From an optimization exercise on the open Yosys and OpenROAD flow, aimed at small area, a short achievable clock period and few clock cycles per item; shortcuts taken in it are not production practice. No functional check of the RTL was part of any run shown here. No activity file was given, so power comes from the tool's default toggle rates.

==> flow/design.v <==
package mars_pkg;
  localparam int StackBytesDef = 256;
  localparam logic [2:0] OP_READ  = 3'd0;
  localparam logic [2:0] OP_WRITE = 3'd1;
  localparam logic [2:0] OP_EA    = 3'd2;
  localparam logic [2:0] OP_PUSH  = 3'd3;
  localparam logic [2:0] OP_POP   = 3'd4;
  localparam logic [2:0] REG_BX = 3'd3;
  localparam logic [2:0] REG_SP = 3'd4;
  localparam logic [2:0] REG_BP = 3'd5;
  localparam logic [2:0] REG_SI = 3'd6;
  localparam logic [2:0] REG_DI = 3'd7;
  localparam logic [1:0] MOD_NODISP = 2'd0;
  localparam logic [1:0] MOD_DISP8  = 2'd1;
  localparam logic [1:0] MOD_DISP16 = 2'd2;
  localparam logic [1:0] MOD_REG    = 2'd3;
  localparam logic [2:0] RM_DIRECT = 3'b110;
endpackage
module mars_dp (
  input  logic        clk_i,
  input  logic        rst_ni,
  input  logic        clr_i,
  input  logic        vb_i,
  input  logic [2:0]  op_i,
  input  logic [2:0]  reg_i,
  input  logic        wide_i,
  input  logic [15:0] value_i,
  input  logic [1:0]  mode_i,
  input  logic [2:0]  rm_i,
  input  logic [7:0]  disp_lo_i,
  input  logic [7:0]  disp_hi_i,
  output logic [15:0] read_data_o,
  output logic [15:0] address_o,
  output logic        is_register_o,
  output logic [1:0]  disp_bytes_o,
  output logic        stack_fault_o
);
  logic        direct_a, eareg_a, ea_a;
  assign ea_a     = (op_i == mars_pkg::OP_EA);
  assign direct_a = (mode_i == mars_pkg::MOD_NODISP) && (rm_i == mars_pkg::RM_DIRECT);
  assign eareg_a  = (mode_i == mars_pkg::MOD_REG);
  logic        rd_r, wr_r, ea_r, push_r, pop_r;
  logic [2:0]  sel_r, rm_r;
  logic        wide_r, hib_r;
  logic [15:0] wdata_r, disp_r;
  logic        add_r, isr_r;
  logic [1:0]  db_r;
  always_comb begin
    rd_r    = (op_i == mars_pkg::OP_READ);
    wr_r    = (op_i == mars_pkg::OP_WRITE);
    ea_r    = ea_a;
    push_r  = (op_i == mars_pkg::OP_PUSH);
    pop_r   = (op_i == mars_pkg::OP_POP);
    sel_r   = wide_i ? reg_i : {1'b0, reg_i[1:0]};
    wide_r  = wide_i;
    hib_r   = reg_i[2];
    wdata_r = wide_i ? value_i : {value_i[7:0], value_i[7:0]};
    rm_r    = rm_i;
    add_r   = ea_a && !eareg_a && !direct_a;
    isr_r   = ea_a && eareg_a;
    if (!ea_a || eareg_a) begin
      disp_r = 16'd0;
      db_r   = 2'd0;
    end else if (direct_a || mode_i == mars_pkg::MOD_DISP16) begin
      disp_r = {disp_hi_i, disp_lo_i};
      db_r   = 2'd2;
    end else if (mode_i == mars_pkg::MOD_DISP8) begin
      disp_r = {{8{disp_lo_i[7]}}, disp_lo_i};
      db_r   = 2'd1;
    end else begin
      disp_r = 16'd0;
      db_r   = 2'd0;
    end
  end
  logic [15:0] rf_q [8];
  logic        is_wr, is_push, is_pop;
  logic [2:0]  base_sel;
  logic [15:0] rv, base, idx;
  logic [15:0] sp;
  logic        sp_hi_zero, sp_le_top, sp_ge_n, sp_pop_fits;
  logic        push_ok, pop_ok, fault_b;
  logic [7:0]  sp_m1, sp_m2, sp_p1, sp_dn;
  logic [8:0]  sp_up;
  logic        a0_b;
  logic [6:0]  ie_b, io_b;
  assign is_wr   = vb_i & wr_r;
  assign is_push = vb_i & push_r;
  assign is_pop  = vb_i & pop_r;
  assign rv = rf_q[sel_r];
  assign sp          = rf_q[mars_pkg::REG_SP];
  assign sp_hi_zero  = (sp[15:9] == 7'd0);
  assign sp_le_top   = sp_hi_zero & (~sp[8] | (sp[7:0] == 8'd0));
  assign sp_ge_n     = (sp[15:1] != 15'd0) | (sp[0] & ~wide_r);
  assign sp_pop_fits = sp_hi_zero & ~sp[8] & ~(wide_r & (sp[7:0] == 8'hFF));
  assign push_ok     = is_push & sp_le_top & sp_ge_n;
  assign pop_ok      = is_pop & sp_pop_fits;
  assign fault_b     = (push_r & ~(sp_le_top & sp_ge_n)) | (pop_r & ~sp_pop_fits);
  assign sp_m1       = sp[7:0] - 8'd1;
  assign sp_m2       = sp[7:0] - 8'd2;
  assign sp_p1       = sp[7:0] + 8'd1;
  assign sp_dn       = wide_r ? sp_m2 : sp_m1;
  assign sp_up       = {1'b0, sp[7:0]} + {7'd0, wide_r, ~wide_r};
  always_comb begin
    if (push_r && wide_r) begin
      a0_b = sp[0];
      ie_b = sp_m1[7:1];
      io_b = sp_m2[7:1];
    end else if (push_r) begin
      a0_b = ~sp[0];
      ie_b = sp[7:1];
      io_b = sp_m1[7:1];
    end else begin
      a0_b = sp[0];
      ie_b = sp_p1[7:1];
      io_b = sp[7:1];
    end
  end
  logic [7:0] sp_hi_new, sp_lo_new;
  logic       sp_move;
  assign sp_move   = push_ok | pop_ok;
  assign sp_hi_new = {7'd0, pop_ok & sp_up[8]};
  assign sp_lo_new = push_ok ? sp_dn : sp_up[7:0];
  always_ff @(posedge clk_i) begin
    for (int i = 0; i < 8; i++) begin
      if (3'(i) == mars_pkg::REG_SP) begin
        if (clr_i || (is_wr && sel_r == 3'(i)) || sp_move) begin
          rf_q[i][15:8] <= clr_i ? 8'd1 : (is_wr ? wdata_r[15:8] : sp_hi_new);
          rf_q[i][7:0]  <= clr_i ? 8'd0 : (is_wr ? wdata_r[7:0] : sp_lo_new);
        end
      end else begin
        if (clr_i || (is_wr && sel_r == 3'(i) && (wide_r || hib_r))) begin
          rf_q[i][15:8] <= clr_i ? 8'd0 : wdata_r[15:8];
        end
        if (clr_i || (is_wr && sel_r == 3'(i) && (wide_r || !hib_r))) begin
          rf_q[i][7:0] <= clr_i ? 8'd0 : wdata_r[7:0];
        end
      end
    end
  end
  always_comb begin
    case (rm_r)
      3'd0, 3'd1, 3'd7: base_sel = mars_pkg::REG_BX;
      3'd2, 3'd3, 3'd6: base_sel = mars_pkg::REG_BP;
      3'd4:             base_sel = mars_pkg::REG_SI;
      default:          base_sel = mars_pkg::REG_DI;
    endcase
  end
  assign base = rf_q[base_sel];
  assign idx  = rm_r[2] ? 16'd0 : (rm_r[0] ? rf_q[mars_pkg::REG_DI] : rf_q[mars_pkg::REG_SI]);
  logic [15:0] x_b, y_b, base_a, idx_a, ea_s, ea_k;
  assign base_a = add_r ? base : 16'd0;
  assign idx_a  = add_r ? idx : 16'd0;
  assign ea_s   = base_a ^ idx_a ^ disp_r;
  assign ea_k   = (base_a & idx_a) | (base_a & disp_r) | (idx_a & disp_r);
  assign y_b    = ea_r ? {ea_k[14:0], 1'b0} : 16'd0;
  always_comb begin
    if (push_r) begin
      x_b = a0_b ? {wdata_r[7:0], wdata_r[15:8]} : wdata_r;
    end else if (ea_r) begin
      x_b = ea_s;
    end else if (rd_r) begin
      x_b = wide_r ? rv : hib_r ? {8'd0, rv[15:8]} : {8'd0, rv[7:0]};
    end else begin
      x_b = 16'd0;
    end
  end
  logic [15:0] x_c, y_c, z_c;
  logic [1:0]  db_c;
  logic        isr_c, flt_c, pop_c, wide_c, a0_c, we_e_c, we_o_c, ea_c, rd_c;
  logic [6:0]  ie_c, io_c;
  always_ff @(posedge clk_i or negedge rst_ni) begin
    if (!rst_ni) begin
      x_c <= 16'd0;
    end else begin
      x_c <= x_b;
    end
  end
  always_ff @(posedge clk_i) begin
    y_c    <= y_b;
    db_c   <= db_r;
    isr_c  <= isr_r;
    flt_c  <= fault_b;
    pop_c  <= pop_ok;
    wide_c <= wide_r;
    ea_c   <= ea_r;
    rd_c   <= rd_r;
    a0_c   <= a0_b;
    ie_c   <= ie_b;
    io_c   <= io_b;
    we_e_c <= push_ok & (~a0_b | wide_r);
    we_o_c <= push_ok & (a0_b | wide_r);
  end
  logic [1023:0] bank_e, bank_o;
  for (genvar i = 0; i < 128; i++) begin : g_stack
    always_ff @(posedge clk_i) begin
      if (clr_i || (we_e_c && ie_c == 7'(i))) begin
        bank_e[8*i +: 8] <= x_c[7:0];
      end
      if (clr_i || (we_o_c && io_c == 7'(i))) begin
        bank_o[8*i +: 8] <= x_c[15:8];
      end
    end
  end
  assign z_c = x_c + y_c;
  logic [1:0] db_d;
  logic       isr_d, flt_d, rsel_d, asel_d, hien_d, a0_d, ie6_d, io6_d;
  logic [7:0] e0_d, e1_d, o0_d, o1_d;
  always_ff @(posedge clk_i) begin
    db_d   <= db_c;
    isr_d  <= isr_c;
    flt_d  <= flt_c;
    rsel_d <= rd_c | pop_c;
    asel_d <= ea_c;
    hien_d <= ~pop_c | wide_c;
    a0_d   <= pop_c & a0_c;
    ie6_d  <= pop_c & ie_c[6];
    io6_d  <= pop_c & io_c[6];
    e0_d   <= pop_c ? bank_e[8*ie_c[5:0] +: 8] : z_c[7:0];
    o0_d   <= pop_c ? bank_o[8*io_c[5:0] +: 8] : z_c[15:8];
    e1_d   <= bank_e[512 + 8*ie_c[5:0] +: 8];
    o1_d   <= bank_o[512 + 8*io_c[5:0] +: 8];
  end
  logic [7:0]  rd_e, rd_o;
  logic [15:0] res_d;
  assign rd_e  = ie6_d ? e1_d : e0_d;
  assign rd_o  = io6_d ? o1_d : o0_d;
  assign res_d = {hien_d ? (a0_d ? rd_e : rd_o) : 8'd0, a0_d ? rd_o : rd_e};
  always_ff @(posedge clk_i) begin
    read_data_o   <= rsel_d ? res_d : 16'd0;
    address_o     <= asel_d ? res_d : 16'd0;
    is_register_o <= isr_d;
    disp_bytes_o  <= db_d;
    stack_fault_o <= flt_d;
  end
endmodule
module mars_ctrl (
  input  logic clk_i,
  input  logic rst_ni,
  input  logic start,
  output logic busy,
  output logic clr_o,    
  output logic vb_o,     
  output logic done_o
);
  logic clr_q, rdy_q, vc_q, vd_q, done_q;
  always_ff @(posedge clk_i or negedge rst_ni) begin
    if (!rst_ni) begin
      clr_q  <= 1'b1;
      rdy_q  <= 1'b0;
      vc_q   <= 1'b0;
      vd_q   <= 1'b0;
      done_q <= 1'b0;
    end else begin
      clr_q  <= 1'b0;
      rdy_q  <= 1'b1;
      vc_q   <= start & ~clr_q;
      vd_q   <= vc_q;
      done_q <= vd_q;
    end
  end
  assign busy   = ~rdy_q;
  assign clr_o  = clr_q;
  assign vb_o   = start & ~clr_q;
  assign done_o = done_q;
endmodule
module modrm_address_register_stack_unit (
  input  logic        clk_i,
  input  logic        rst_ni,
  input  logic        start,
  output logic        busy,
  input  logic [2:0]  op_i,
  input  logic [2:0]  reg_i,
  input  logic        wide_i,
  input  logic [15:0] value_i,
  input  logic [1:0]  mode_i,
  input  logic [2:0]  rm_i,
  input  logic [7:0]  disp_lo_i,
  input  logic [7:0]  disp_hi_i,
  output logic        done_o,
  output logic [15:0] read_data_o,
  output logic [15:0] address_o,
  output logic        is_register_o,
  output logic [1:0]  disp_bytes_o,
  output logic        stack_fault_o
);
  logic clr, vb;
  mars_ctrl u_ctrl (
    .clk_i  (clk_i),
    .rst_ni (rst_ni),
    .start  (start),
    .busy   (busy),
    .clr_o  (clr),
    .vb_o   (vb),
    .done_o (done_o)
  );
  mars_dp u_dp (
    .clk_i         (clk_i),
    .rst_ni        (rst_ni),
    .clr_i         (clr),
    .vb_i          (vb),
    .op_i          (op_i),
    .reg_i         (reg_i),
    .wide_i        (wide_i),
    .value_i       (value_i),
    .mode_i        (mode_i),
    .rm_i          (rm_i),
    .disp_lo_i     (disp_lo_i),
    .disp_hi_i     (disp_hi_i),
    .read_data_o   (read_data_o),
    .address_o     (address_o),
    .is_register_o (is_register_o),
    .disp_bytes_o  (disp_bytes_o),
    .stack_fault_o (stack_fault_o)
  );
endmodule
==> flow/flow/run.sh <==
#!/bin/bash
set -euo pipefail
bash standard.sh \
  MATCH_CELL_FOOTPRINT=0 \
  "BUFFER_PORTS_ARGS=-buffer_cell sky130_fd_sc_hd__buf_4" \
  finish > standard_flow.log 2>&1
==> flow/standard.sh <==
#!/bin/bash
# synth_recipe.tcl (not shown) runs the flow's synth.tcl, then flattens the netlist and writes it again
# the make line also repeats each setting of config.mk as NAME=value (left out here)
make -C /OpenROAD-flow-scripts/flow DESIGN_CONFIG=/design/flow/config.mk WORK_HOME=/design/flow/orfs CLKGATE_MAP_FILE= SYNTH_SCRIPT=/design/flow/synth_recipe.tcl "${@:-finish}"
==> flow/config.mk <==
export PLATFORM = sky130hd
export DESIGN_NAME = modrm_address_register_stack_unit
export DESIGN_NICKNAME = modrm_address_register_stack_unit
export VERILOG_FILES = /design/flow/design.v
export SDC_FILE = /design/flow/constraint.sdc
export NUM_CORES = 4
export LEC_CHECK = 0
export CAP_MARGIN = 20
export CORE_MARGIN = 2
export CORE_UTILIZATION = 55
export CTS_CLUSTER_DIAMETER = 80
export CTS_CLUSTER_SIZE = 25
export SETUP_SLACK_MARGIN = 5
export SLEW_MARGIN = 20
==> flow/constraint.sdc <==
create_clock -name core_clock -period 8.0 [get_ports {clk_i}]
set_input_delay 1.6000 -clock core_clock [delete_from_list [all_inputs] [get_ports {clk_i}]]
set_output_delay 1.6000 -clock core_clock [all_outputs]
set_load 0.01 [all_outputs]
==> flow_summary.json, run 1 <==
{
  "syn_area_um2": 92400,
  "critPathLaunchType": "primary input",
  "yosysTopAreaCell": "edfxtp_1",
  "io_buffers": 84,
  "cts_tree": "done",
  "grt_pass1_vias": 45766,
  "dp_worst_setup_slack_ns": 3.77,
  "drtIter0Drc": 5325,
  "ys_ff_latch": 2315,
  "min_period_ns": 3.12,
  "slew_headroom_pct": 27.7,
  "synth_top_family_by_area": "multiplexers",
  "via_per_inst": 6.50,
  "synth_edf_count": 2176,
  "syn_inst": 4769,
  "h-tree-depth": 3,
  "synth_ff_type": "edfxtp_1",
  "grt.total_usage_pct": 27.1,
  "synthMuxAreaShare_pct": 15.1,
  "critPathKind": "in2reg",
  "place.gp.congestion": 0.928,
  "insertion_delay_ns": 0.79,
  "wl_um": 233000,
  "ctsHoldBuffers": 0,
  "ys_seq_area_share_pct": 73.9,
  "clock-root-buffer": "clkbuf_16",
  "netlist.area_leader.share_pct": 70.7,
  "synth-compound-area-share_pct": 5.46,
  "synthAdderAreaFrac_pct": 0.666,
  "cp_max_fo": 6,
  "finalCritPeriodShare_pct": 39.0,
  "rsz0062_at_grt": "yes",
  "max_stage_delay_ns": 0.53,
  "max_freq_ghz": 0.321,
  "overflow": 0,
  "synthSimpleGateAreaFrac_pct": 3.10,
  "irDropWorstVdd_mv": 0.227,
  "synth_common_cells": "edfxtp_1, mux4_2, nand2_1",
  "crit_family": "simple AND/OR/NAND/NOR gates",
  "yosysWarnings": 3,
  "synth_nets": 4855,
  "nNetsFinal": 4947,
  "cts_made_buffers": 118,
  "timing.hold.ws_ns": 0.334,
  "status": "complete, no violations",
  "grt_start_max_net_pins": 114,
  "grt_pass1_wl_um": 332000,
  "die_area_um2": 171000,
  "cp_cell_sequence": "buf_8, inv_6, or3_4, buf_12, clkinv_8, nand2_8, nor2_4, buf_6, clkbuf_16, nand2_4, fa_2, o22ai_2, a211o_1",
  "tightest_slew_ns": 1.08,
  "yosysMostFrequentCell": "edfxtp_1",
  "detail-route-antenna-nets": 0,
  "start_util_pct": 55.3,
  "core_area_um2": 167000,
  "synth.top_cells.by_area": "edfxtp_1, mux4_2, dfxtp_1",
  "p_per_area_nw_per_um2": 245,
  "remaining_drc_errors": 0,
  "cap_violations": 0,
  "end_kind": "register",
  "syn2layout_area_growth_pct": 10.6,
  "cp.required_ns": 8.65,
  "clock-skew-final_ns": 0.0417,
  "die_x_um": 414,
  "clk_path_buf_depth": 3,
  "clk_pin_slew_ns": 0.09,
  "drive_gt1_share_pct": 26.9,
  "cts.sinks": 2315,
  "report.final.slew_viol_count": 0,
  "setup_viol": 0,
  "crit_arrival_ns": 3.77,
  "yosysUniqueCellTypes": 80,
  "dp_hpwl_um": 143000,
  "wl_per_cell_um": 32.5,
  "crit_buf_inv": 6,
  "die_height_um": 414,
  "tns_ns": 0,
  "antenna_cells": 0,
  "fin_ws_ns": 4.88,
  "firstDrtPassIters": 7,
  "grt_antenna_before_repair": 4,
  "worst_path_max_delay_cell": "fa_2",
  "avgSynthCellArea_um2": 19.4,
  "finalHoldViolCount": 0,
  "async_flop_share_pct": 0.907,
  "leakagePower_uw": 0.0353,
  "rows": 150,
  "hp-class": "reg2reg",
  "num_io_pins": 85,
  "dr_total_vias": 46504,
  "synth_xor_area_share_pct": 0.341
}
-- cells in the final DEF, fill, tap and decap left out, types with 19 or more instances in the layout --
master and n:
o21bai_1 30, a31oi_1 22, nand3_1 56, a21o_1 87, and2_1 31, mux4_2 523
ha_1 21, buf_4 191, nor2b_1 43, buf_6 26, a21oi_1 72, clkbuf_1 21
mux2i_1 183, edfxtp_1 2176, xnor2_1 22, nand2_1 173, o21bai_2 86, clkbuf_16 126
dfxtp_1 109, nor2_1 151, a22oi_1 115, nand2_2 29, a211oi_1 19, mux2_2 32
o21ai_0 44, o21bai_4 48, inv_1 23
-- logic make-up (layout without fill, tap and decap cells) --
group                    Yosys count  in the layout
AO/OA/AOI/OAI                    699            700
XOR/XNOR                          36             36
adder cells (fa/ha/maj)           39             39
buffers and inverters            324            505
flip-flops                      2315           2315
multiplexers                     739            739
other                              2              2
AND/OR/NAND/NOR                  615            616
-- final timing paths --
| kind | startpoint | to | slack, ns | cells past startpoint |
|---|---|---|---|---|
| worst min register to register | u_dp.isr_d$_DFF_P_ | u_dp.is_register_o$_DFF_P_ | 0.33 | 0 |
| worst max register to register | u_dp.ie_c[0]$_DFF_P_ | u_dp.e0_d[6]$_DFF_P_ | 4.95 | 6 |
| max in group asynchronous | rst_ni | u_ctrl.clr_q$_DFF_PN1_ | 6.98 | 1 |
| min in group asynchronous | rst_ni | u_dp.x_c[7]$_DFF_PN0_ | 0.73 | 1 |
| worst min-delay path | u_dp.isr_d$_DFF_P_ | u_dp.is_register_o$_DFF_P_ | 0.33 | 0 |
| worst max-delay path | op_i[1] | u_dp.x_c[1]$_DFF_PN0_ | 4.88 | 13 |
-- per-layer routing --
metal | vias up | GRT usage [%] | part of all wire, %
met5 | - | 0 | 0
met3 | 283 | 4.27 | 6.8
li1 | 19635 | - | -
met1 | 24852 | 40.3 | 43
met2 | 1734 | 42.5 | 48
met4 | 0 | 6.52 | 2.7
-- repair_timing --
item / in CTS / in global routing
setup endpoints to repair: 1715 / 934
setup buffers: 46 / 36
resized for setup: 249 / 128
gates cloned: 7 / 1
pin swaps: 19 / 27
-- registers in the layout, summed over array words and instances (netlist names), 15 cells and up --
name / count
u_dp.bank_e: 1024
u_dp.bank_o: 1024
u_dp.rf_q: 128
u_dp.address_o: 16
u_dp.read_data_o: 16
u_dp.x_c: 16
u_dp.y_c: 15
-- worst register-to-register path, delay by kind of cell (launching register included) --
kind,cells,cell delay (ns)
AOI/OAI and AO/OA,4,1.41
buffers and inverters,1,0.36
DFF,1,0.56
muxes,1,0.62
-- final cells by class --
| class | instances | area (µm²) |
|---|---|---|
| Tap cell | 2204 | 2760 |
| Clock inverter | 65 | 822 |
| Sequential cell | 2315 | 68300 |
| Inverter | 31 | 145 |
| Fill cell | 11887 | 64900 |
| Timing Repair Buffer | 263 | 2670 |
| Multi-Input combinational cell | 2132 | 24300 |
| Clock buffer | 146 | 3140 |
-- through the flow --
step | total power, µW | instances | util (%) | instance area, µm²
floorplan | 16800 | 4769 | - | 92700
global placement | 18000 | 6853 | 57.2 | 95600
detailed placement | 18000 | 6854 | 57.2 | 95600
CTS | 25100 | 7118 | 60.5 | 101000
global route | 25800 | 7156 | 61.2 | 102000
finish | 25100 | 7156 | 61.2 | 102000
-- power by group --
part / switching [µW] / internal (µW) / leakage (µW)
clock network: 3950 / 3170 / 0.00190
registers: 389 / 14200 / 0.0236
logic: 1910 / 1430 / 0.00979
total: 6250 / 18800 / 0.0353
==> run 2, diff against run 1 <==
--- a/flow/config.mk
+++ b/flow/config.mk
@@ -7,7 +7,7 @@
 export LEC_CHECK = 0
 export CAP_MARGIN = 20
 export CORE_MARGIN = 2
-export CORE_UTILIZATION = 55
+export CORE_UTILIZATION = 65
 export CTS_CLUSTER_DIAMETER = 80
 export CTS_CLUSTER_SIZE = 25
 export SETUP_SLACK_MARGIN = 5
==> flow_summary.json, run 2 <==
{
  "grt_start_max_net_pins": 107,
  "syn_inst": 4769,
  "min_period_ns": 3.12,
  "layout_commonest_cell": "edfxtp_1",
  "clock-root-buffer": "clkbuf_16",
  "grt.total_usage_pct": 31.6,
  "p_per_area_nw_per_um2": 241,
  "dp_worst_setup_slack_ns": 3.71,
  "yosysWarnings": 3,
  "tightest_slew_ns": 1.12,
  "hold_end": "u_dp.db_d[1]$_DFF_P_",
  "grt_antenna_before_repair": 6,
  "async_flop_share_pct": 0.907,
  "drive_gt1_share_pct": 25.8,
  "cts_made_buffers": 107,
  "start_util_pct": 65.4,
  "crit_family": "simple AND/OR/NAND/NOR gates",
  "yosysMostFrequentCell": "edfxtp_1",
  "die_x_um": 381,
  "detail-route-antenna-nets": 0,
  "slew_headroom_pct": 25.0,
  "rr_worst_depth": 8,
  "drtIter0Drc": 6384,
  "clock-skew-final_ns": 0.0383,
  "critPathKind": "in2reg",
  "min_from": "u_dp.db_c[1]$_SDFF_PP0_",
  "worst_path_max_delay_cell": "fa_2",
  "grt_pass1_vias": 45916,
  "nNetsFinal": 4941,
  "clk_path_buf_depth": 3,
  "reg.largest.list": "u_dp.bank_e (1024), u_dp.bank_o (1024), u_dp.rf_q (128)",
  "synth_edf_count": 2176,
  "avgSynthCellArea_um2": 19.4,
  "synth_common_cells": "edfxtp_1, mux4_2, nand2_1",
  "grt_pass1_wl_um": 329000,
  "cp_cell_sequence": "buf_8, or3_4, buf_12, clkinv_8, nand2_8, nor2_4, buf_12, clkbuf_16, nand2_4, fa_2, o221a_4, a31oi_4",
  "cap_violations": 0,
  "irDropWorstVdd_mv": 0.256,
  "insertion_delay_ns": 0.76,
  "h-tree-depth": 3,
  "status": "complete, no violations",
  "r2r_slack_ns": 4.96,
  "ys_ff_latch": 2315,
  "ys_seq_area_share_pct": 73.9,
  "dp_hpwl_um": 141000,
  "tns_ns": 0,
  "final_cell_mix": "edfxtp_1, mux4_2, buf_4",
  "netlist.area_leader.share_pct": 70.7,
  "syn_area_um2": 92400,
  "critPathMostFrequentCell": "buf_12",
  "synth.top_cells.by_area": "edfxtp_1, mux4_2, dfxtp_1",
  "die_height_um": 381,
  "synth_ff_type": "edfxtp_1",
  "syn2layout_area_growth_pct": 9.74,
  "critPathLaunchType": "primary input",
  "max_freq_ghz": 0.320,
  "cts.sinks": 2315,
  "place.gp.congestion": 0.890,
  "crit_arrival_ns": 3.77,
  "num_io_pins": 85,
  "fin_ws_ns": 4.88,
  "cp_max_fo": 7,
  "report.final.slew_viol_count": 0,
  "cp.required_ns": 8.65,
  "rows": 138,
  "yosysTopAreaCell": "edfxtp_1",
  "synth_nets": 4855,
  "remaining_drc_errors": 0,
  "min_path_cells": 0,
  "max_stage_delay_ns": 0.46,
  "finalHoldViolCount": 0,
  "yosysUniqueCellTypes": 80,
  "die_area_um2": 145000,
  "io_buffers": 84,
  "wl_um": 229000,
  "end_kind": "register",
  "finalCritPeriodShare_pct": 39.0,
  "via_per_inst": 6.91,
  "core_area_um2": 141000,
  "overflow": 0,
  "setup_viol": 0,
  "clk_pin_slew_ns": 0.10,
  "hp-class": "reg2reg",
  "crit_buf_inv": 5,
  "rsz0062_at_grt": "yes",
  "leakagePower_uw": 0.0351,
  "reg2reg_to": "u_dp.e0_d[7]$_DFF_P_",
  "dr_total_vias": 47292,
  "firstDrtPassIters": 6,
  "cts_tree": "done",
  "worst_r2r_startpoint": "u_dp.ie_c[3]$_DFF_P_",
  "wl_per_cell_um": 33.5
}
## run 2: worst reg2reg max path, delay by kind of cell (launching register included)
kind | cells | cell delay, ns
compound gates | 4 | 0.87
buf+inv | 2 | 0.78
simple gates | 2 | 0.72
flops | 1 | 0.51
## run 2: cell type report
class                      count  area [µm²]
timing repair buffer         270        2860
fill                        8649       39900
clock buffer                 182        3080
inverter                      31         140
sequential                  2315       68300
multi-input combinational   2130       24300
antenna                        3        7.51
clock inverter                19         273
tap                         1890        2360
## run 2: per-stage QoR
stage          area, µm²  hold slack (ns)  total power [µW]  std cells  util, %
2_1_floorplan      92700            0.310             16800       4769        -
3_3_place_gp       95100            0.310             17900       6531     67.4
3_5_place_dp       95100            0.313             18000       6531     67.4
4_1_cts           100000            0.336             24500       6787     71.0
5_1_grt           101000            0.339             25200       6837     71.8
6_report          101000            0.335             24500       6840     71.8
## run 2: logic make-up (layout without fill, tap and decap cells)
logic type | after synthesis | count (layout) | share of synthesized area, %
mux | 739 | 739 | 15.1
buf+inv | 324 | 502 | 1.44
flops | 2315 | 2315 | 73.9
other cells | 2 | 5 | 0.00813
simple gates | 615 | 615 | 3.10
compound gates | 699 | 699 | 5.46
fa+ha+maj | 39 | 39 | 0.666
xor+xnor | 36 | 36 | 0.341
## run 2: report_power, final
part / internal, µW / switching (µW) / leakage (µW)
clock: 2810 / 3670 / 0.00161
combinational: 1450 / 1950 / 0.00989
sequential: 14200 / 378 / 0.0236
## run 2: timing repair
item	in CTS	in global routing
cloned	7	0
setup endpoints to repair	1594	961
buffers inserted	48	49
endpoints found under the hold margin	0	0
hold buffers	0	0
pin swaps	17	39
resized for setup	239	117
## run 2: metal layers
metal  track usage, %  part of all wire [%]  vias to the layer above
met5                0                 0.012                        -
met2             47.7                    47                     2490
met1             48.7                    41                    24836
met3             5.78                   9.3                      348
li1                 -                     -                    19614
met4             8.45                   2.9                        4
## run 2: worst max path at each step
| stage | end | slack, ns | start | depth (start not counted) |
|---|---|---|---|---|
| floorplan | u_dp.rf_q[4][0]$_SDFFCE_PP0P_ | 4.47 | wide_i | 8 |
| global placement | u_dp.x_c[11]$_DFF_PN0_ | 3.67 | rm_i[0] | 9 |
| detailed placement | u_dp.x_c[13]$_DFF_PN0_ | 3.71 | rm_i[0] | 8 |
| CTS | u_dp.bank_o[861]$_DFFE_PP_ | 4.78 | u_dp.io_c[5]$_DFF_P_ | 6 |
| global route | u_dp.x_c[13]$_DFF_PN0_ | 4.86 | op_i[1] | 12 |
| finish | u_dp.x_c[13]$_DFF_PN0_ | 4.88 | op_i[0] | 12 |
==> run 3, diff against run 2 <==
--- a/flow/design.v
+++ b/flow/design.v
@@ -167,7 +167,8 @@
   logic [15:0] x_c, y_c, z_c;
   logic [1:0]  db_c;
   logic        isr_c, flt_c, pop_c, wide_c, a0_c, we_e_c, we_o_c, ea_c, rd_c;
-  logic [6:0]  ie_c, io_c;
+  logic [15:0] ieh_c, ioh_c;
+  logic [7:0]  iel_c, iol_c;
   always_ff @(posedge clk_i or negedge rst_ni) begin
     if (!rst_ni) begin
       x_c <= 16'd0;
@@ -185,26 +186,40 @@
     ea_c   <= ea_r;
     rd_c   <= rd_r;
     a0_c   <= a0_b;
-    ie_c   <= ie_b;
-    io_c   <= io_b;
+    ieh_c  <= 16'(1) << ie_b[6:3];
+    iel_c  <= 8'(1) << ie_b[2:0];
+    ioh_c  <= 16'(1) << io_b[6:3];
+    iol_c  <= 8'(1) << io_b[2:0];
     we_e_c <= push_ok & (~a0_b | wide_r);
     we_o_c <= push_ok & (a0_b | wide_r);
   end
   logic [1023:0] bank_e, bank_o;
+  logic [127:0]  row_e, row_o;
   for (genvar i = 0; i < 128; i++) begin : g_stack
+    assign row_e[i] = ieh_c[i / 8] & iel_c[i % 8];
+    assign row_o[i] = ioh_c[i / 8] & iol_c[i % 8];
     always_ff @(posedge clk_i) begin
-      if (clr_i || (we_e_c && ie_c == 7'(i))) begin
+      if (clr_i || (we_e_c && row_e[i])) begin
         bank_e[8*i +: 8] <= x_c[7:0];
       end
-      if (clr_i || (we_o_c && io_c == 7'(i))) begin
+      if (clr_i || (we_o_c && row_o[i])) begin
         bank_o[8*i +: 8] <= x_c[15:8];
       end
     end
   end
   assign z_c = x_c + y_c;
+  logic [7:0] e_c, o_c;
+  always_comb begin
+    e_c = 8'd0;
+    o_c = 8'd0;
+    for (int r = 0; r < 128; r++) begin
+      e_c = e_c | (bank_e[8*r +: 8] & {8{row_e[r]}});
+      o_c = o_c | (bank_o[8*r +: 8] & {8{row_o[r]}});
+    end
+  end
   logic [1:0] db_d;
-  logic       isr_d, flt_d, rsel_d, asel_d, hien_d, a0_d, ie6_d, io6_d;
-  logic [7:0] e0_d, e1_d, o0_d, o1_d;
+  logic       isr_d, flt_d, rsel_d, asel_d, hien_d, a0_d;
+  logic [7:0] e_d, o_d;
   always_ff @(posedge clk_i) begin
     db_d   <= db_c;
     isr_d  <= isr_c;
@@ -213,18 +228,11 @@
     asel_d <= ea_c;
     hien_d <= ~pop_c | wide_c;
     a0_d   <= pop_c & a0_c;
-    ie6_d  <= pop_c & ie_c[6];
-    io6_d  <= pop_c & io_c[6];
-    e0_d   <= pop_c ? bank_e[8*ie_c[5:0] +: 8] : z_c[7:0];
-    o0_d   <= pop_c ? bank_o[8*io_c[5:0] +: 8] : z_c[15:8];
-    e1_d   <= bank_e[512 + 8*ie_c[5:0] +: 8];
-    o1_d   <= bank_o[512 + 8*io_c[5:0] +: 8];
+    e_d    <= pop_c ? e_c : z_c[7:0];
+    o_d    <= pop_c ? o_c : z_c[15:8];
   end
-  logic [7:0]  rd_e, rd_o;
   logic [15:0] res_d;
-  assign rd_e  = ie6_d ? e1_d : e0_d;
-  assign rd_o  = io6_d ? o1_d : o0_d;
-  assign res_d = {hien_d ? (a0_d ? rd_e : rd_o) : 8'd0, a0_d ? rd_o : rd_e};
+  assign res_d = {hien_d ? (a0_d ? e_d : o_d) : 8'd0, a0_d ? o_d : e_d};
   always_ff @(posedge clk_i) begin
     read_data_o   <= rsel_d ? res_d : 16'd0;
     address_o     <= asel_d ? res_d : 16'd0;
@@ -242,25 +250,25 @@
   output logic vb_o,     
   output logic done_o
 );
-  logic clr_q, rdy_q, vc_q, vd_q, done_q;
+  logic busy_q, rdy_q, vc_q, vd_q, done_q;
   always_ff @(posedge clk_i or negedge rst_ni) begin
     if (!rst_ni) begin
-      clr_q  <= 1'b1;
+      busy_q <= 1'b1;
       rdy_q  <= 1'b0;
       vc_q   <= 1'b0;
       vd_q   <= 1'b0;
       done_q <= 1'b0;
     end else begin
-      clr_q  <= 1'b0;
+      busy_q <= 1'b0;
       rdy_q  <= 1'b1;
-      vc_q   <= start & ~clr_q;
+      vc_q   <= start & ~busy_q;
       vd_q   <= vc_q;
       done_q <= vd_q;
     end
   end
-  assign busy   = ~rdy_q;
-  assign clr_o  = clr_q;
-  assign vb_o   = start & ~clr_q;
+  assign busy   = busy_q;
+  assign clr_o  = ~rdy_q;
+  assign vb_o   = start & ~busy_q;
   assign done_o = done_q;
 endmodule
 module modrm_address_register_stack_unit (
--- a/flow/config.mk
+++ b/flow/config.mk
@@ -7,7 +7,7 @@
 export LEC_CHECK = 0
 export CAP_MARGIN = 20
 export CORE_MARGIN = 2
-export CORE_UTILIZATION = 65
+export CORE_UTILIZATION = 55
 export CTS_CLUSTER_DIAMETER = 80
 export CTS_CLUSTER_SIZE = 25
 export SETUP_SLACK_MARGIN = 5
==> flow_summary.json, run 3 <==
{
  "status": "complete, no violations",
  "synth.top_cells.by_area": "edfxtp_1, a22oi_1, nand3_1",
  "avgSynthCellArea_um2": 14.9,
  "leakagePower_uw": 0.0334,
  "finalHoldViolCount": 0,
  "drive_gt1_share_pct": 12.7,
  "max_freq_ghz": 0.308,
  "cts_made_buffers": 119,
  "synth_ff_type": "edfxtp_1",
  "via_per_inst": 7.42,
  "num_io_pins": 85,
  "reg.largest.list": "u_dp.bank_e (1024), u_dp.bank_o (1024), u_dp.rf_q (128)",
  "yosysTopAreaCell": "edfxtp_1",
  "critPathLaunchType": "register",
  "firstDrtPassIters": 9,
  "drtIter0Drc": 12420,
  "min_period_ns": 3.25,
  "cp.required_ns": 8.66,
  "dr_total_vias": 62011,
  "grt_pass1_vias": 55710,
  "insertion_delay_ns": 0.81,
  "fin_area_um2": 100000,
  "wl_per_cell_um": 44.7,
  "io_buffers": 84,
  "grt_start_max_net_pins": 151,
  "finalCritPeriodShare_pct": 40.7,
  "async_flop_share_pct": 0.901,
  "cts_tree": "done",
  "clk_pin_slew_ns": 0.10,
  "synth_edf_count": 2176,
  "postPlaceCellArea_um2": 93800,
  "tightest_slew_ns": 1.29,
  "final_cell_mix": "edfxtp_1, nand2_1, nand3_1",
  "nNetsFinal": 6137,
  "p_per_area_nw_per_um2": 245,
  "place.gp.congestion": 1.01,
  "syn_inst": 6105,
  "hp-class": "reg2reg",
  "die_height_um": 410,
  "synth_common_cells": "edfxtp_1, nand2_1, nand3_1",
  "syn2layout_area_growth_pct": 10.2,
  "layout_commonest_cell": "edfxtp_1",
  "cp_max_fo": 39,
  "yosysMostFrequentCell": "edfxtp_1",
  "grt.total_usage_pct": 43.2,
  "clock-root-buffer": "clkbuf_16",
  "crit_arrival_ns": 3.91,
  "die_x_um": 410,
  "yosysWarnings": 3,
  "cap_violations": 0,
  "remaining_drc_errors": 0,
  "critPathKind": "reg2reg",
  "tns_ns": 0,
  "cts.sinks": 2331,
  "dp_hpwl_um": 234000,
  "yosysUniqueCellTypes": 92,
  "wl_um": 373000,
  "ys_seq_area_share_pct": 75.6,
  "min_path_cells": 0,
  "ctsHoldBuffers": 0,
  "netlist.area_leader.share_pct": 72.0,
  "clock-skew-final_ns": 0.0587,
  "overflow": 0,
  "die_area_um2": 168000,
  "rows": 149,
  "synth_nets": 6191,
  "report.final.slew_viol_count": 0,
  "setup_viol": 0,
  "end_kind": "register",
  "grt_antenna_before_repair": 21,
  "start_util_pct": 55.2,
  "detail-route-antenna-nets": 0,
  "irDropWorstVdd_mv": 0.245,
  "rsz0062_at_grt": "yes",
  "syn_area_um2": 90700,
  "h-tree-depth": 3,
  "grt_pass1_wl_um": 492000,
  "ys_ff_latch": 2331,
  "rr_worst_depth": 7,
  "clk_path_buf_depth": 3,
  "slew_headroom_pct": 13.7,
  "core_area_um2": 164000,
  "final.fill_count": 12624
}
==> run 3: what timing repair did <==
action	in CTS	in global routing
endpoints found under the setup margin	366	460
pin swaps	22	41
resized for setup	175	96
cloned	1	3
setup buffers	27	49
==> run 3: final cells by class <==
type,count,area (µm²),area share (%)
Timing Repair Buffer,301,3090,3.10
Inverter,55,236,0.237
Antenna cell,17,42.5,0.0426
Multi-Input combinational cell,3243,21100,21.1
Sequential cell,2331,68700,68.7
Tap cell,2189,2740,2.74
Clock inverter,62,699,0.700
Clock buffer,156,3350,3.35
==> run 3: critical path, cell delays in order, from the launching register on <==
cell and delay, ns:
dfxtp_2 0.32, buf_4 0.27, buf_6 0.33, a22o_1 0.26, a221oi_1 0.74, nand4_1 0.41
a2111oi_2 0.53, a32oi_1 0.20
==> run 3: final timing paths <==
check	slack [ns]	end	startpoint
setup / recovery	4.75	u_dp.e_d[7]$_DFF_P_	u_dp.iel_c[1]$_SDFF_PP0_
hold / removal	0.33	u_dp.stack_fault_o$_DFF_P_	u_dp.flt_d$_DFF_P_
setup reg to reg	4.75	u_dp.e_d[7]$_DFF_P_	u_dp.iel_c[1]$_SDFF_PP0_
hold reg to reg	0.33	u_dp.stack_fault_o$_DFF_P_	u_dp.flt_d$_DFF_P_
max in group asynchronous	6.94	u_dp.x_c[5]$_DFF_PN0_	rst_ni
min in group asynchronous	0.74	u_dp.x_c[7]$_DFF_PN0_	rst_ni
==> run 3: layer usage <==
layer | track usage, % | wire (µm) | vias to the layer above
met3 | 10.4 | 50200 | 1114
met5 | 0.287 | 154 | -
met2 | 63.6 | 162000 | 5706
met1 | 57.5 | 129000 | 31174
met4 | 28.7 | 31800 | 16
li1 | - | - | 24001
==> run 3: stage by stage <==
stage          utilization, %  total power (µW)  setup WS, ns  hold slack, ns  std cells
6_report                 60.8             24500          4.75           0.331       8354
5_1_grt                  60.8             24900          4.90           0.342       8340
4_1_cts                  60.1             24200          4.69           0.334       8284
3_5_place_dp             57.1             17100          3.67           0.312       8038
3_3_place_gp             57.0             17100          3.63           0.310       8038
2_1_floorplan               -             15800          4.33           0.310       6105
==> run 3: power breakdown <==
part	internal, µW	total, µW	switching, µW
logic	470	2260	1790
clock network	3290	7410	4120
registers	14400	14800	476
total	18100	24500	6380
==> run 3: cell families after synthesis <==
family	synth area share, %
adder cells (fa/ha/maj)	0.679
flip-flops	75.6
buffers and inverters	2.34
XOR/XNOR	0.386
other	0.00828
AO/OA/AOI/OAI	10.7
multiplexers	0.935
AND/OR/NAND/NOR	9.38

what the ideal ports hide:
The flow's constraints put no driver on any port. The routed layouts listed below were extracted and timed again, unchanged, in two steps.
Step 1, drivers: a clkbuf_16 drives clk_i and a buf_2 each remaining input, both assumed.
Step 2 times the ports against the registers' clock, not the clock port: input delays grow and output delays shrink by t, the midpoint of the rising clock arrivals with the driver on.
Three values: ideal ports, drivers, drivers and shift; two values: the first two.
run	t, ns	slack for setup (ns)	cell pins on the clock port's net
run 1	0.847	4.882 / 4.909 / 4.062	1
run 2	0.833	4.877 / 4.915 / 4.082	1
run 3	0.882	4.748 / 4.748 / 4.096	1
After both steps setup and hold are still met in every run listed. For run 1, which loses most, drivers alone change the setup slack by +0.027 ns; drivers and shift together by -0.820 ns.
